Background: an optimization exercise with open tools, aiming at small area, a short achievable clock period and few clock cycles per item. Do not read the settings as production practice. Only simulation tests tie the RTL to the original design; equivalence was not proved. Power is estimated from default activity; no workload was simulated.

`design/flow/config.mk`:
```
export PLATFORM = sky130hd
export DESIGN_NAME = wide_add_sequencer
export DESIGN_NICKNAME = wide_add_sequencer
export VERILOG_FILES = /design/flow/design.v
export SDC_FILE = /design/flow/constraint.sdc
export NUM_CORES = 4
export LEC_CHECK = 0
export CAP_MARGIN = 20
export CORE_MARGIN = 2
export CORE_UTILIZATION = 60
export GPL_TIMING_DRIVEN = 0
export SETUP_SLACK_MARGIN = 1.0
export SLEW_MARGIN = 20
export SYNTH_HIERARCHICAL = 1
```
`design/flow/constraint.sdc`:
```
create_clock -name core_clock -period 4.5 [get_ports {clk}]
set_input_delay 0.9000 -clock core_clock [delete_from_list [all_inputs] [get_ports {clk}]]
set_output_delay 0.9000 -clock core_clock [all_outputs]
set_load 0.01 [all_outputs]
```
`design/flow/design.v`:
```
module wide_add_sequencer (
   input  logic         clk,
   input  logic         rst,
   input  logic         in_valid,
   output logic         in_ready,
   input  logic [255:0] in_a,
   input  logic [255:0] in_b,
   input  logic         in_sub,
   output logic         out_valid,
   input  logic         out_ready,
   output logic [255:0] out_sum,
   output logic         out_carry
);
   localparam int K  = 16;        
   localparam int NB = 256 / K;   
   logic         out_valid_r;
   assign in_ready  = !out_valid_r || out_ready;
   assign out_valid = out_valid_r;
   always_ff @(posedge clk or posedge rst) begin
      if (rst) begin
         out_valid_r <= 1'b0;
      end else if (in_ready) begin
         out_valid_r <= in_valid;
      end
   end
   logic [255:0]  s_loc;           
   logic [NB-1:0] bg, bp;          
   for (genvar j = 0; j < NB; j++) begin : g_blk
      wa_block #(.FIRST(j == 0)) u_blk (
         .a   (in_a[j*K +: K]),
         .b   (in_b[j*K +: K]),
         .sub (in_sub),
         .s   (s_loc[j*K +: K]),
         .g   (bg[j]),
         .p   (bp[j])
      );
   end
   localparam int BPS = 8;        
   localparam int NS  = 2;        
   logic [NB-1:0] gin, pin;        
   logic [NS-1:0] sg, sp;          
   for (genvar m = 0; m < NS; m++) begin : g_sup
      wa_carries u_car (
         .g   (bg[m*BPS +: BPS]),
         .p   (bp[m*BPS +: BPS]),
         .cin (gin[m*BPS +: BPS]),
         .pin (pin[m*BPS +: BPS]),
         .cout(sg[m])
      );
      assign sp[m] = &bp[m*BPS +: BPS];
   end
   logic [255:0]  s_r;
   logic [NB-1:0] gin_r, pin_r;
   logic [NS-1:0] sg_r, sp_r;
   always_ff @(posedge clk) begin
      if (in_ready) begin
         s_r   <= s_loc;
         gin_r <= gin;
         pin_r <= pin;
         sg_r  <= sg;
         sp_r  <= sp;
      end
   end
   logic [NS:0]   cs;              
   logic [NB-1:0] cb;              
   assign cs[0] = 1'b0;
   for (genvar m = 0; m < NS; m++) begin : g_cs
      assign cs[m+1] = sg_r[m] | (sp_r[m] & cs[m]);
   end
   for (genvar j = 0; j < NB; j++) begin : g_cb
      assign cb[j] = gin_r[j] | (pin_r[j] & cs[j / BPS]);
   end
   assign out_sum[K-1:0] = s_r[K-1:0];
   for (genvar j = 1; j < NB; j++) begin : g_inc
      wa_inc u_inc (.s(s_r[j*K +: K]), .c(cb[j]), .y(out_sum[j*K +: K]));
   end
   assign out_carry = cs[NS];
endmodule
module wa_block #(
   parameter bit FIRST = 1'b0
) (
   input  logic [15:0] a,
   input  logic [15:0] b,
   input  logic        sub,
   output logic [15:0] s,
   output logic        g,
   output logic        p
);
   logic [15:0] bb, pp, gg;
   assign bb = b ^ {16{sub}};
   assign pp = a ^ bb;
   assign gg = {a[15:1] & bb[15:1], (a[0] & bb[0]) | (FIRST & pp[0] & sub)};
   wire gx0_1 = gg[1] | (pp[1] & gg[0]);
   wire px0_1 = pp[1] & pp[0];
   wire gx0_3 = gg[3] | (pp[3] & gg[2]);
   wire px0_3 = pp[3] & pp[2];
   wire gx0_5 = gg[5] | (pp[5] & gg[4]);
   wire px0_5 = pp[5] & pp[4];
   wire gx0_7 = gg[7] | (pp[7] & gg[6]);
   wire px0_7 = pp[7] & pp[6];
   wire gx0_9 = gg[9] | (pp[9] & gg[8]);
   wire px0_9 = pp[9] & pp[8];
   wire gx0_11 = gg[11] | (pp[11] & gg[10]);
   wire px0_11 = pp[11] & pp[10];
   wire gx0_13 = gg[13] | (pp[13] & gg[12]);
   wire px0_13 = pp[13] & pp[12];
   wire gx0_15 = gg[15] | (pp[15] & gg[14]);
   wire px0_15 = pp[15] & pp[14];
   wire gx1_2 = gg[2] | (pp[2] & gx0_1);
   wire px1_2 = pp[2] & px0_1;
   wire gx1_3 = gx0_3 | (px0_3 & gx0_1);
   wire px1_3 = px0_3 & px0_1;
   wire gx1_6 = gg[6] | (pp[6] & gx0_5);
   wire px1_6 = pp[6] & px0_5;
   wire gx1_7 = gx0_7 | (px0_7 & gx0_5);
   wire px1_7 = px0_7 & px0_5;
   wire gx1_10 = gg[10] | (pp[10] & gx0_9);
   wire px1_10 = pp[10] & px0_9;
   wire gx1_11 = gx0_11 | (px0_11 & gx0_9);
   wire px1_11 = px0_11 & px0_9;
   wire gx1_14 = gg[14] | (pp[14] & gx0_13);
   wire px1_14 = pp[14] & px0_13;
   wire gx1_15 = gx0_15 | (px0_15 & gx0_13);
   wire px1_15 = px0_15 & px0_13;
   wire gx2_4 = gg[4] | (pp[4] & gx1_3);
   wire px2_4 = pp[4] & px1_3;
   wire gx2_5 = gx0_5 | (px0_5 & gx1_3);
   wire px2_5 = px0_5 & px1_3;
   wire gx2_6 = gx1_6 | (px1_6 & gx1_3);
   wire px2_6 = px1_6 & px1_3;
   wire gx2_7 = gx1_7 | (px1_7 & gx1_3);
   wire px2_7 = px1_7 & px1_3;
   wire gx2_12 = gg[12] | (pp[12] & gx1_11);
   wire px2_12 = pp[12] & px1_11;
   wire gx2_13 = gx0_13 | (px0_13 & gx1_11);
   wire px2_13 = px0_13 & px1_11;
   wire gx2_14 = gx1_14 | (px1_14 & gx1_11);
   wire px2_14 = px1_14 & px1_11;
   wire gx2_15 = gx1_15 | (px1_15 & gx1_11);
   wire px2_15 = px1_15 & px1_11;
   wire gx3_8 = gg[8] | (pp[8] & gx2_7);
   wire px3_8 = pp[8] & px2_7;
   wire gx3_9 = gx0_9 | (px0_9 & gx2_7);
   wire px3_9 = px0_9 & px2_7;
   wire gx3_10 = gx1_10 | (px1_10 & gx2_7);
   wire px3_10 = px1_10 & px2_7;
   wire gx3_11 = gx1_11 | (px1_11 & gx2_7);
   wire px3_11 = px1_11 & px2_7;
   wire gx3_12 = gx2_12 | (px2_12 & gx2_7);
   wire px3_12 = px2_12 & px2_7;
   wire gx3_13 = gx2_13 | (px2_13 & gx2_7);
   wire px3_13 = px2_13 & px2_7;
   wire gx3_14 = gx2_14 | (px2_14 & gx2_7);
   wire px3_14 = px2_14 & px2_7;
   wire gx3_15 = gx2_15 | (px2_15 & gx2_7);
   wire px3_15 = px2_15 & px2_7;
   assign s[0] = pp[0] ^ (FIRST & sub);
   assign s[1] = pp[1] ^ gg[0];
   assign s[2] = pp[2] ^ gx0_1;
   assign s[3] = pp[3] ^ gx1_2;
   assign s[4] = pp[4] ^ gx1_3;
   assign s[5] = pp[5] ^ gx2_4;
   assign s[6] = pp[6] ^ gx2_5;
   assign s[7] = pp[7] ^ gx2_6;
   assign s[8] = pp[8] ^ gx2_7;
   assign s[9] = pp[9] ^ gx3_8;
   assign s[10] = pp[10] ^ gx3_9;
   assign s[11] = pp[11] ^ gx3_10;
   assign s[12] = pp[12] ^ gx3_11;
   assign s[13] = pp[13] ^ gx3_12;
   assign s[14] = pp[14] ^ gx3_13;
   assign s[15] = pp[15] ^ gx3_14;
   assign g = gx3_15;
   assign p = px3_15;
endmodule
module wa_carries (
   input  logic [7:0] g,
   input  logic [7:0] p,
   output logic [7:0] cin,
   output logic [7:0] pin,
   output logic        cout
);
   wire gy0_7 = g[7] | (p[7] & g[6]);
   wire py0_7 = p[7] & p[6];
   wire gy0_6 = g[6] | (p[6] & g[5]);
   wire py0_6 = p[6] & p[5];
   wire gy0_5 = g[5] | (p[5] & g[4]);
   wire py0_5 = p[5] & p[4];
   wire gy0_4 = g[4] | (p[4] & g[3]);
   wire py0_4 = p[4] & p[3];
   wire gy0_3 = g[3] | (p[3] & g[2]);
   wire py0_3 = p[3] & p[2];
   wire gy0_2 = g[2] | (p[2] & g[1]);
   wire py0_2 = p[2] & p[1];
   wire gy0_1 = g[1] | (p[1] & g[0]);
   wire py0_1 = p[1] & p[0];
   wire gy1_7 = gy0_7 | (py0_7 & gy0_5);
   wire py1_7 = py0_7 & py0_5;
   wire gy1_6 = gy0_6 | (py0_6 & gy0_4);
   wire py1_6 = py0_6 & py0_4;
   wire gy1_5 = gy0_5 | (py0_5 & gy0_3);
   wire py1_5 = py0_5 & py0_3;
   wire gy1_4 = gy0_4 | (py0_4 & gy0_2);
   wire py1_4 = py0_4 & py0_2;
   wire gy1_3 = gy0_3 | (py0_3 & gy0_1);
   wire py1_3 = py0_3 & py0_1;
   wire gy1_2 = gy0_2 | (py0_2 & g[0]);
   wire py1_2 = py0_2 & p[0];
   wire gy2_7 = gy1_7 | (py1_7 & gy1_3);
   wire py2_7 = py1_7 & py1_3;
   wire gy2_6 = gy1_6 | (py1_6 & gy1_2);
   wire py2_6 = py1_6 & py1_2;
   wire gy2_5 = gy1_5 | (py1_5 & gy0_1);
   wire py2_5 = py1_5 & py0_1;
   wire gy2_4 = gy1_4 | (py1_4 & g[0]);
   wire py2_4 = py1_4 & p[0];
   assign cin[0] = 1'b0;
   assign pin[0] = 1'b1;
   assign cin[1] = g[0];
   assign pin[1] = p[0];
   assign cin[2] = gy0_1;
   assign pin[2] = py0_1;
   assign cin[3] = gy1_2;
   assign pin[3] = py1_2;
   assign cin[4] = gy1_3;
   assign pin[4] = py1_3;
   assign cin[5] = gy2_4;
   assign pin[5] = py2_4;
   assign cin[6] = gy2_5;
   assign pin[6] = py2_5;
   assign cin[7] = gy2_6;
   assign pin[7] = py2_6;
   assign cout = gy2_7;
endmodule
module wa_inc (
   input  logic [15:0] s,
   input  logic        c,
   output logic [15:0] y
);
   logic [15:0] t;    
   assign t[0] = c;
   for (genvar i = 1; i < 16; i++) begin : g_t
      assign t[i] = c & (&s[i-1:0]);
   end
   assign y = s ^ t;
endmodule
```
`design/flow/flow/run.sh`:
```
#!/bin/bash
# The standard layout, with each port buffered by a plain buf_1 instead of the
# delay cell buffer_ports picks by default.
set -euo pipefail
export BUFFER_PORTS_ARGS="-buffer_cell sky130_fd_sc_hd__buf_1"
bash standard.sh finish > make_finish.log 2>&1
```
`design/flow/standard.sh`:
```
#!/bin/bash
# synth_recipe.tcl (not shown) runs the flow's synth.tcl, then flattens the netlist and writes it again
# the make line also repeats each setting of config.mk as NAME=value (left out here)
make -C /OpenROAD-flow-scripts/flow DESIGN_CONFIG=/design/flow/config.mk WORK_HOME=/design/flow/orfs CLKGATE_MAP_FILE= SYNTH_SCRIPT=/design/flow/synth_recipe.tcl "${@:-finish}"
```
==> flow_summary_export.csv <==
group,metric,value,unit
detailed_routing,dr.pass1.iters,7,
sta,skew,0.01743,ns
sta,setup_viol,0,
logic_synthesis,syn_avg_cell_area,9.941,sq um
final_layout,fin_util,71.72,%
setup_path,arrival,3.80,ns
clock_network,clockBufferDepth,3,
clock_network,path_clk_slew,0.06,ns
die,fp.dieW,219.8,um
sta,layout_setup_ws,1.022,ns
final_layout,drive_gt1_share,6.625,%
setup_path,critical_path_class,"in -> reg",
setup_path,endpoint_kind,"flop",
setup_path,r2r-start,"out_valid_r",
clock_network,cts_hold_buf,0,
sta,fin_crit_sh,77.29,%
final_layout,nFillCells,3543,
final_layout,fin_cells,4301,
logic_synthesis,synth_cells,2811,
clock_network,htree_levels,2,
place,dpl_worst_slack,0.3892,ns
status,status,"timing/DRC/antenna clean",
clock_network,worstSkewPairLatency,0.57,ns
setup_path,ff2ff_setup_slack,2.15,ns
die,io_pins,776,
pwr,p_leak,13.31,nW
sta,rsz0062_at_grt,"true",
global_route,antenna_found_initial,40,
global_route,grt_pass1_wl,132000,um
setup_path,cp.required,4.82,ns
final_layout,area_growth,18.73,%
global_route,grt_overflow,0,
detailed_routing,remaining_drc_errors,0,
setup_path,r2r-end,"s_r[233]",
sta,slew_viol_final,0,
clock_network,clock-root-buffer,"clkbuf_16",
detailed_routing,ant_nets,0,
logic_synthesis,yosys_warnings,7,
sta,relSlewSlack,39.60,%
die,die-height,219.8,um
die,start_util,60.41,%
logic_synthesis,synth_fp_nets,3661,
sta,hold_violations,0,
setup_path,crit_start,"in_sub",
final_layout,layout.nets,4478,
clock_network,cts_buffers,35,
setup_path,rr_worst_depth,5,
sta,max_freq,287.5,MHz
logic_synthesis,netlist_area,0.02794,sq mm
setup_path,critPathLaunchType,"input pin",
detailed_routing,vias_per_cell,5.772,
place,port_buffers,774,
place,gp_congestion,0.9856,
clock_network,cts.sinks,283,
sta,tightestPinTransition,0.8992,ns
global_route,grt_pass1_vias,24222,
global_route,grtUsageTotal,36.11,%
detailed_routing,wire_per_inst,21.14,um
setup_path,worstPathMaxFanout,16,
pwr,vdd_drop_max,292.9,uV
die,rows,79,
place,dp_cells,4198,
sta,period_needed,3.478,ns
detailed_routing,drtIter0Drc,1511,
pwr,power_density,376.3,mW/mm^2
hold_path,hold_path.class,"in -> async",
die,coreArea,0.04626,sq mm
clock_network,cts_tree,"yes",
run,drv_cap,0,
sta,finalSetupTns,0,ns
place,dp_hpwl,77180,um
detailed_routing,wirelength,90900,um
global_route,grt_max_degree,57,
die,dieArea,0.04831,sq mm
detailed_routing,vias,24824,
## flip-flops by register name, indices dropped and copies added, names as in the netlist
name,count
s_r,256
sg_r,2
sp_r,1
gin_r,15
pin_r,8
out_valid_r,1
## routing by layer
| metal | GRT usage (%) | vias to the layer above | share of wire, % | wire length, um |
|---|---|---|---|---|
| met3 | 10.16 | 282 | 8.6 | 7813 |
| met1 | 38.34 | 11660 | 35 | 31920 |
| met4 | 22.98 | 24 | 6.7 | 6093 |
| met5 | 0 | - | 0.18 | 162 |
| li1 | - | 11875 | - | - |
| met2 | 62.98 | 983 | 49 | 44910 |
## worst max-delay path by stage
stage,cells past startpoint,slack [ns],end
after global placement,3,-0.33,in_ready
after detailed placement,13,0.39,gin_r[7]
after global routing,14,0.92,gin_r[7]
after CTS,6,1.00,out_sum[143]
final,14,1.02,gin_r[7]
after floorplan,1,0.71,in_ready
## critical path, stage by stage
cell and delay, ns:
clkbuf_2 0.23, buf_4 0.25, xor2_1 0.21, ha_1 0.31
a21oi_1 0.20, a21o_1 0.17, nand2_2 0.08, inv_2 0.12
o221ai_1 0.14, or2_2 0.37, a21o_1 0.23, a31oi_4 0.27
o21ai_0 0.15, buf_4 0.14
## through the flow
stage | cell area [sq um] | hold WS [ns] | total power [mW]
after floorplan | 28040 | 0.6287 | 7.776
after global placement | 31700 | 0.7159 | 9.428
after detailed placement | 31840 | 0.7175 | 9.628
after CTS | 32950 | 0.1002 | 12.44
after global routing | 33130 | 0.1193 | 13.17
final | 33180 | 0.1310 | 12.49
## where the power goes
group	switching (mW)	leakage [nW]	internal (mW)
clock	1.21	0.526	1.57
sequential	0.714	2.85	3.77
combinational	3.16	9.94	2.06
## cell type report
cell class | count | area, sq um | area share [%]
multi-input cells | 2202 | 18200 | 54.87
flip-flops and latches | 283 | 8493 | 25.60
repair buffers | 780 | 3045 | 9.179
inverters | 254 | 953.4 | 2.874
clock buffers | 40 | 894.6 | 2.696
well taps | 607 | 759.5 | 2.289
plain buffers | 72 | 515.5 | 1.554
clock inverters | 22 | 210.2 | 0.6336
diodes | 41 | 102.6 | 0.3092
## layout by cell type, fill, tap and decap left out, drive strengths merged, types with 16 or more instances in the layout
cell type,count
buf,834
xor2,438
edfxtp,282
ha,269
inv,257
nand2,160
xnor2,155
a21oi,137
nand4,124
nand3,97
nor3,95
nor2,66
fa,64
nor4,62
a21o,62
clkbuf,58
o21ai,52
diode,41
mux2i,31
o211ai,31
or2,31
nor3b,30
o221ai,19
a31oi,19
nand2b,17
and3,16
nand3b,16
a2111oi,16
or3,16
nor2b,16
a221oi,16
a211oi,16
o311a,16
a21boi,16
## repair_timing
item,CTS,global route
setup buffers,0,0
resized for setup,2,32
endpoints found under the hold margin,0,0
setup endpoints to repair,3,15
cloned,0,0
pin swaps,0,1
Testbench counts, summed over its fixed seeds: cycles 2,408, items 2,400.

-- separate check: timing with driven ports --
No port has a modelled driver above. Below, the same layout with a new extraction and two added sets of constraints. Step 1 sets driving cells, clkbuf_16 on the clock port and buf_2 on the other inputs (assumed; they add their load-dependent delay and slew). Step 2 also shifts input and output timing later by t, the mid clock arrival at the registers, as if the neighbouring blocks saw the same clock. a / b / c = ideal ports / drivers / drivers and shift; a / b = the first two.
t (ns): 0.619
setup WS [ns]: 1.022 / 0.300 / -0.320
worst setup path at the end: input to register
worst slew at a driven data input, ns: 0.90
Met with ideal ports but missed after step 2: setup timing in this run. For this run, drivers alone change the setup slack by -0.722 ns; drivers and shift together by -1.342 ns.
